Context: an optimization exercise on an open-source flow, tuned for small area and a short achievable clock period. The choices shown serve that exercise and are no tape-out recipe.
In this exercise RTL edits were held to simulation tests only and were not proved equivalent to the original.
Power is estimated from default activity; no workload was simulated.

==> flow/design.v (excerpt) <==
module dma_iface_top (
   input  logic        pcie_clk,
   input  logic        rst_n,
   input  logic [1:0]  host_wr_if_sel,
   input  logic [3:0]  host_wr_mem_sel,
   input  logic [9:0]  host_wr_hi_addr,
   input  logic [31:0] host_wr_hi_data,
   input  logic [3:0]  host_wr_hi_mask,
   input  logic        host_wr_hi_en,
   input  logic [9:0]  host_wr_lo_addr,
   input  logic [31:0] host_wr_lo_data,
   input  logic [3:0]  host_wr_lo_mask,
   input  logic        host_wr_lo_en,
   input  logic [1:0]  host_rd_if_sel,
   input  logic [3:0]  host_rd_mem_sel,
   input  logic [9:0]  host_rd_addr_hi,
   input  logic        host_rd_en_hi,
   input  logic [9:0]  host_rd_addr_lo,
   input  logic        host_rd_en_lo,
   output logic [31:0] host_rd_data_hi,
   output logic [31:0] host_rd_data_lo,
   input  logic [2:0]  max_payload_size,
   input  logic [2:0]  max_read_req_size,
   output logic        iface_rdy,
   output logic [63:0] tx_dsc_mask,
   output logic [63:0] rx_dsc_mask,
   output logic [15:0] rx_byte_wait,
   input  logic [3:0]  dsc_rd_addr,
   input  logic        dsc_rd_en,
   output logic [63:0] dsc_rd_data,
   output logic        dsc_rd_valid,
   input  logic [3:0]  dsc_clr_addr,
   input  logic        dsc_clr_en
);
Size: about 3,000 cells after synthesis, ~1,300 flip-flops, roughly 48,000 um^2 of cells after synthesis.
clock: 4.0 ns
lec_check: 0
cap_margin: 20
core_margin: 2
core_utilization: 50
cts_cluster_diameter: 60
cts_cluster_size: 24
place_density: 0.65
setup_slack_margin: 1.9
slew_margin: 20
synth_hierarchical: 1
standard.sh (not shown) runs the stock make flow with config.mk's settings and CLKGATE_MAP_FILE= SYNTH_SCRIPT=/design/flow/synth_recipe.tcl, a recipe that flattens the netlist after the stock synthesis.
==> flow/flow/run.sh <==
#!/bin/bash
# standard synthesis, then the standard layout with plain buffers on the ports
# and a clock tree without dummy balancing loads
set -euo pipefail
bash standard.sh synth > synth.log 2>&1
bash standard.sh "BUFFER_PORTS_ARGS=-buffer_cell sky130_fd_sc_hd__buf_2" \
   "CTS_ARGS=-sink_clustering_enable -repair_clock_nets -sink_clustering_size 24 -sink_clustering_max_diameter 60 -dont_use_dummy_load" \
   "REMOVE_ABC_BUFFERS=1" finish > layout.log 2>&1
The baseline completed with no timing, DRC or antenna violations.
Edit:
--- a/flow/config.mk
+++ b/flow/config.mk
@@ -9,6 +9,6 @@
 export CORE_MARGIN = 2
-export CORE_UTILIZATION = 50
+export CORE_UTILIZATION = 60
 export CTS_CLUSTER_DIAMETER = 60
 export CTS_CLUSTER_SIZE = 24
-export PLACE_DENSITY = 0.65
+export PLACE_DENSITY = 0.72
 export SETUP_SLACK_MARGIN = 1.9
=>
- total power decreases by 1.0%
- combinational power is about the same
- die area goes down by 16%
- setup slack improved by 0.054 ns
Edit:
--- a/flow/config.mk
+++ b/flow/config.mk
@@ -13,3 +13,3 @@
 export PLACE_DENSITY = 0.72
-export SETUP_SLACK_MARGIN = 1.9
+export SETUP_SLACK_MARGIN = 2.0
 export SLEW_MARGIN = 20
After rerunning:
- clock skew is lower by 0.0049 ns
- routed wire length rose by 3.5%
- clock power is about the same
- first-iteration DRC count climbs by 4.6%
- non-clock buffer count increases by 24
- setup slack gets better by 0.057 ns
Edit:
--- a/flow/config.mk
+++ b/flow/config.mk
@@ -9,7 +9,7 @@
 export CORE_MARGIN = 2
-export CORE_UTILIZATION = 60
+export CORE_UTILIZATION = 66
 export CTS_CLUSTER_DIAMETER = 60
 export CTS_CLUSTER_SIZE = 24
-export PLACE_DENSITY = 0.72
-export SETUP_SLACK_MARGIN = 2.0
+export PLACE_DENSITY = 0.78
+export SETUP_SLACK_MARGIN = 1.9
 export SLEW_MARGIN = 20
Design area went down slightly.
Via count went up slightly.
Non-clock buffer count went down by 9.
Final cell count went down by a few percent.

========
## south
The RTL this note starts from:
==> flow/design.v <==
`default_nettype none
package dma_iface_pkg;
   localparam int MEM_ADDR_BITS = 10;
   typedef logic [MEM_ADDR_BITS-1:0] mem_addr_t;
   typedef logic [31:0]              host_word_t;
   typedef logic [3:0]               byte_mask_t;
   typedef logic [1:0]               if_sel_t;
   typedef logic [3:0]               mem_sel_t;
   typedef logic [63:0]              dsc_word_t;
   localparam mem_sel_t MEM_CFG    = 4'd0;
   localparam mem_sel_t MEM_TX_DSC = 4'd1;
   localparam mem_addr_t CFG_TX_DSC_MASK  = 10'd0;
   localparam mem_addr_t CFG_RX_DSC_MASK  = 10'd1;
   localparam mem_addr_t CFG_RX_BYTE_WAIT = 10'd2;
   localparam mem_addr_t CFG_CONTROL      = 10'd3;
   localparam mem_addr_t CFG_PCIE_SIZES   = 10'd4;
   localparam host_word_t NO_DATA = 32'hdeadbeef;
   typedef struct packed {
      mem_addr_t  addr;
      host_word_t data;
      byte_mask_t mask;
      logic       en;
   } host_lane_t;
   typedef struct packed {
      if_sel_t    if_sel;
      mem_sel_t   mem_sel;
      host_lane_t hi;
      host_lane_t lo;
   } host_wr_t;
   typedef struct packed {
      if_sel_t   if_sel;
      mem_sel_t  mem_sel;
      mem_addr_t addr_hi;
      logic      en_hi;
      mem_addr_t addr_lo;
      logic      en_lo;
   } host_rd_t;
   typedef struct packed {
      host_word_t hi;
      host_word_t lo;
   } host_rd_data_t;
endpackage
`default_nettype wire
`default_nettype none
package dma_pcie_pkg;
   typedef logic [2:0] pcie_size_code_t;
   typedef logic [9:0] pcie_bytes_t;
   localparam pcie_size_code_t SIZE_32   = 3'd0;
   localparam pcie_size_code_t SIZE_64   = 3'd1;
   localparam pcie_size_code_t SIZE_128  = 3'd2;
   localparam pcie_size_code_t SIZE_256  = 3'd3;
   localparam pcie_size_code_t SIZE_512  = 3'd4;
   localparam pcie_size_code_t SIZE_1024 = 3'd5;
endpackage
`default_nettype wire
`timescale 1ns/100ps
`default_nettype none
module dma_iface_top (
   input  logic        pcie_clk,
   input  logic        rst_n,
   input  logic [1:0]  host_wr_if_sel,
   input  logic [3:0]  host_wr_mem_sel,
   input  logic [9:0]  host_wr_hi_addr,
   input  logic [31:0] host_wr_hi_data,
   input  logic [3:0]  host_wr_hi_mask,
   input  logic        host_wr_hi_en,
   input  logic [9:0]  host_wr_lo_addr,
   input  logic [31:0] host_wr_lo_data,
   input  logic [3:0]  host_wr_lo_mask,
   input  logic        host_wr_lo_en,
   input  logic [1:0]  host_rd_if_sel,
   input  logic [3:0]  host_rd_mem_sel,
   input  logic [9:0]  host_rd_addr_hi,
   input  logic        host_rd_en_hi,
   input  logic [9:0]  host_rd_addr_lo,
   input  logic        host_rd_en_lo,
   output logic [31:0] host_rd_data_hi,
   output logic [31:0] host_rd_data_lo,
   input  logic [2:0]  max_payload_size,
   input  logic [2:0]  max_read_req_size,
   output logic        iface_rdy,
   output logic [63:0] tx_dsc_mask,
   output logic [63:0] rx_dsc_mask,
   output logic [15:0] rx_byte_wait,
   input  logic [3:0]  dsc_rd_addr,
   input  logic        dsc_rd_en,
   output logic [63:0] dsc_rd_data,
   output logic        dsc_rd_valid,
   input  logic [3:0]  dsc_clr_addr,
   input  logic        dsc_clr_en
);
   localparam logic [31:0] NO_DATA = 32'hdeadbeef;
   logic [4:0] rst_cnt;
   logic       soft_reset;
   always_ff @(posedge pcie_clk) begin
      if (!rst_n || soft_reset) begin
         rst_cnt <= 5'd0;
      end else if (!rst_cnt[4]) begin
         rst_cnt <= rst_cnt + 5'd1;
      end
   end
   assign iface_rdy = rst_cnt[4];
   logic wr_ok, wr_cfg, wr_dsc, rd_cfg;
   assign wr_ok  = iface_rdy && (host_wr_if_sel == 2'd0);
   assign wr_cfg = wr_ok && (host_wr_mem_sel == 4'd0);
   assign wr_dsc = wr_ok && (host_wr_mem_sel == 4'd1);
   assign rd_cfg = (host_rd_if_sel == 2'd0) && (host_rd_mem_sel == 4'd0);
   logic cfg_hi_en, cfg_lo_en;
   assign cfg_hi_en = wr_cfg && host_wr_hi_en;
   assign cfg_lo_en = wr_cfg && host_wr_lo_en;
   function automatic logic [31:0] merge(input logic [31:0] old_word,
                                         input logic [31:0] new_word,
                                         input logic [3:0]  mask);
      logic [31:0] res;
      for (int b = 0; b < 4; b++) begin
         res[8*b +: 8] = mask[b] ? new_word[8*b +: 8] : old_word[8*b +: 8];
      end
      merge = res;
   endfunction
   always_ff @(posedge pcie_clk) begin
      if (!iface_rdy) begin
         tx_dsc_mask  <= '0;
         rx_dsc_mask  <= '0;
         rx_byte_wait <= '0;
         soft_reset   <= 1'b0;
      end else begin
         soft_reset <= cfg_lo_en && (host_wr_lo_addr == 10'd3) &&
                       host_wr_lo_data[0] && host_wr_lo_mask[0];
         if (cfg_hi_en && host_wr_hi_addr == 10'd0)
            tx_dsc_mask[63:32] <= merge(tx_dsc_mask[63:32], host_wr_hi_data, host_wr_hi_mask);
         if (cfg_lo_en && host_wr_lo_addr == 10'd0)
            tx_dsc_mask[31:0] <= merge(tx_dsc_mask[31:0], host_wr_lo_data, host_wr_lo_mask);
         if (cfg_hi_en && host_wr_hi_addr == 10'd1)
            rx_dsc_mask[63:32] <= merge(rx_dsc_mask[63:32], host_wr_hi_data, host_wr_hi_mask);
         if (cfg_lo_en && host_wr_lo_addr == 10'd1)
            rx_dsc_mask[31:0] <= merge(rx_dsc_mask[31:0], host_wr_lo_data, host_wr_lo_mask);
         if (cfg_lo_en && host_wr_lo_addr == 10'd2) begin
            if (host_wr_lo_mask[0]) rx_byte_wait[7:0]  <= host_wr_lo_data[7:0];
            if (host_wr_lo_mask[1]) rx_byte_wait[15:8] <= host_wr_lo_data[15:8];
         end
      end
   end
   logic [2:0] mps_q, mrrs_q;
   always_ff @(posedge pcie_clk) begin
      mps_q  <= max_payload_size;
      mrrs_q <= max_read_req_size;
   end
   function automatic logic [9:0] size_bytes(input logic [2:0] code);
      logic [9:0] res;
      res = '0;
      for (int c = 0; c < 5; c++) res[5+c] = (code == 3'(c));
      size_bytes = res;
   endfunction
   logic [31:0] rd_word_hi, rd_word_lo;
   always_comb begin
      case (host_rd_addr_hi)
         10'd0:   rd_word_hi = tx_dsc_mask[63:32];
         10'd1:   rd_word_hi = rx_dsc_mask[63:32];
         10'd4:   rd_word_hi = {22'd0, size_bytes(mrrs_q)};
         default: rd_word_hi = 32'd0;
      endcase
      case (host_rd_addr_lo)
         10'd0:   rd_word_lo = tx_dsc_mask[31:0];
         10'd1:   rd_word_lo = rx_dsc_mask[31:0];
         10'd2:   rd_word_lo = {16'd0, rx_byte_wait};
         10'd4:   rd_word_lo = {22'd0, size_bytes(mps_q)};
         default: rd_word_lo = 32'd0;
      endcase
   end
   always_ff @(posedge pcie_clk) begin
      if (!iface_rdy) begin
         host_rd_data_hi <= NO_DATA;
         host_rd_data_lo <= NO_DATA;
      end else begin
         if (host_rd_en_hi) host_rd_data_hi <= rd_cfg ? rd_word_hi : NO_DATA;
         if (host_rd_en_lo) host_rd_data_lo <= rd_cfg ? rd_word_lo : NO_DATA;
      end
   end
   logic [63:0] mem [16];
   logic [3:0]  hi_idx, lo_idx;
   logic        dsc_hi_en, dsc_lo_en;
   assign hi_idx    = host_wr_hi_addr[3:0];
   assign lo_idx    = host_wr_lo_addr[3:0];
   assign dsc_hi_en = wr_dsc && host_wr_hi_en;
   assign dsc_lo_en = wr_dsc && host_wr_lo_en;
   always_ff @(posedge pcie_clk) begin
      for (int e = 0; e < 16; e++) begin
         for (int b = 0; b < 4; b++) begin
            if (dsc_hi_en && hi_idx == 4'(e) && host_wr_hi_mask[b])
               mem[e][32+8*b +: 8] <= host_wr_hi_data[8*b +: 8];
            if (dsc_lo_en && lo_idx == 4'(e) && host_wr_lo_mask[b])
               mem[e][8*b +: 8] <= host_wr_lo_data[8*b +: 8];
         end
      end
   end
   logic [15:0] rd_sel;
   logic [63:0] rd_next;
   always_comb begin
      for (int e = 0; e < 16; e++) rd_sel[e] = dsc_rd_en && (dsc_rd_addr == 4'(e));
      rd_next = dsc_rd_data & {64{!dsc_rd_en}};
      for (int e = 0; e < 16; e++) rd_next = rd_next | (mem[e] & {64{rd_sel[e]}});
   end
   always_ff @(posedge pcie_clk) begin
      dsc_rd_data <= rd_next;
   end
   logic [15:0] valid;
   always_ff @(posedge pcie_clk) begin
      if (!iface_rdy) begin
         valid        <= '0;
         dsc_rd_valid <= 1'b0;
      end else begin
         for (int e = 0; e < 16; e++) begin
            if (dsc_hi_en && hi_idx == 4'(e))
               valid[e] <= 1'b1;
            else if (dsc_clr_en && dsc_clr_addr == 4'(e))
               valid[e] <= 1'b0;
         end
         if (dsc_rd_en) dsc_rd_valid <= valid[dsc_rd_addr];
      end
   end
endmodule
`default_nettype wire
Settings: LEC_CHECK=0, CAP_MARGIN=20, CORE_MARGIN=2, CORE_UTILIZATION=40, SETUP_SLACK_MARGIN=1.9, SLEW_MARGIN=20; clock period 4.0 ns.
run.sh (not shown) runs the stock make flow with config.mk's settings and CLKGATE_MAP_FILE= SYNTH_SCRIPT=/design/flow/synth_recipe.tcl, a recipe that flattens the netlist after the stock synthesis.
Stock flow here: none of the scripts above is used.
Inputs modified between south and west:
==> flow/flow/run.sh (new file) <==
#!/bin/bash
# standard synthesis, then the standard layout with plain buffers on the ports
set -euo pipefail
bash standard.sh synth > synth.log 2>&1
bash standard.sh "BUFFER_PORTS_ARGS=-buffer_cell sky130_fd_sc_hd__buf_2" finish > layout.log 2>&1
==> flow/standard.sh (new file) <==
#!/bin/bash
# synth_recipe.tcl (not shown) runs the flow's synth.tcl, then flattens the netlist and writes it again
# the make line also repeats each setting of config.mk as NAME=value (left out here)
make -C /OpenROAD-flow-scripts/flow DESIGN_CONFIG=/design/flow/config.mk WORK_HOME=/design/flow/orfs CLKGATE_MAP_FILE= SYNTH_SCRIPT=/design/flow/synth_recipe.tcl "${@:-finish}"
removed: flow/run.sh
west | status: complete | timing, DRC, antenna: pass. Compared with south, west shows pin count of the biggest net entering global routing that has gone up by a few percent. Looking at non-clock buffer count, west sits below south. Switching share of power of south is on par with west. From south to west, quantity of I/O buffers inserted on ports did not move at all. Density: west sparser than south. west drops fewer vias than south. west vs. south: total non-filler cell area in the finished layout lost 3.1%, fmax picked up an extra about 0.7%. Diff south -> west: via count of the first global-routing pass dropped 1155; wire length dropped 2.0%; hold slack dropped 0.29 ns.

## afterwards: timing with drivers on the ports
The flow's constraints put no driver on any port. The routed layouts listed below were extracted and timed again, unchanged, in two steps. Step 1 sets driving cells, clkbuf_16 on the clock port and buf_2 on the other inputs (assumed; they add their load-dependent delay and slew). Step 2, shift: input delay + t, output delay - t, t = (earliest + latest rising clock arrival at the registers) / 2. This alone moves slack from input paths to output paths. a / b / c = ideal ports / drivers / drivers and shift; a / b = the first two.
run | shift t [ns] | slack for setup (ns) | worst slew at a driven data input, ns
the first run of note 1 | 0.720 | 1.805 / 1.828 / 1.108 | 0.12
the second run of note 1 | 0.704 | 1.860 / 1.824 / 1.200 | 0.10
the third run of note 1 | 0.706 | 1.917 / 1.925 / 1.245 | 0.10
the fourth run of note 1 | 0.695 | 1.777 / 1.809 / 1.129 | 0.10
south | 0.825 | 1.706 / 1.709 / 0.932 | 0.08
west | 0.814 | 1.721 / 1.645 / 1.137 | 0.08
After both steps setup and hold are still met in every run listed. For south, which loses most, drivers alone change the setup slack by +0.003 ns; drivers and shift together by -0.774 ns.
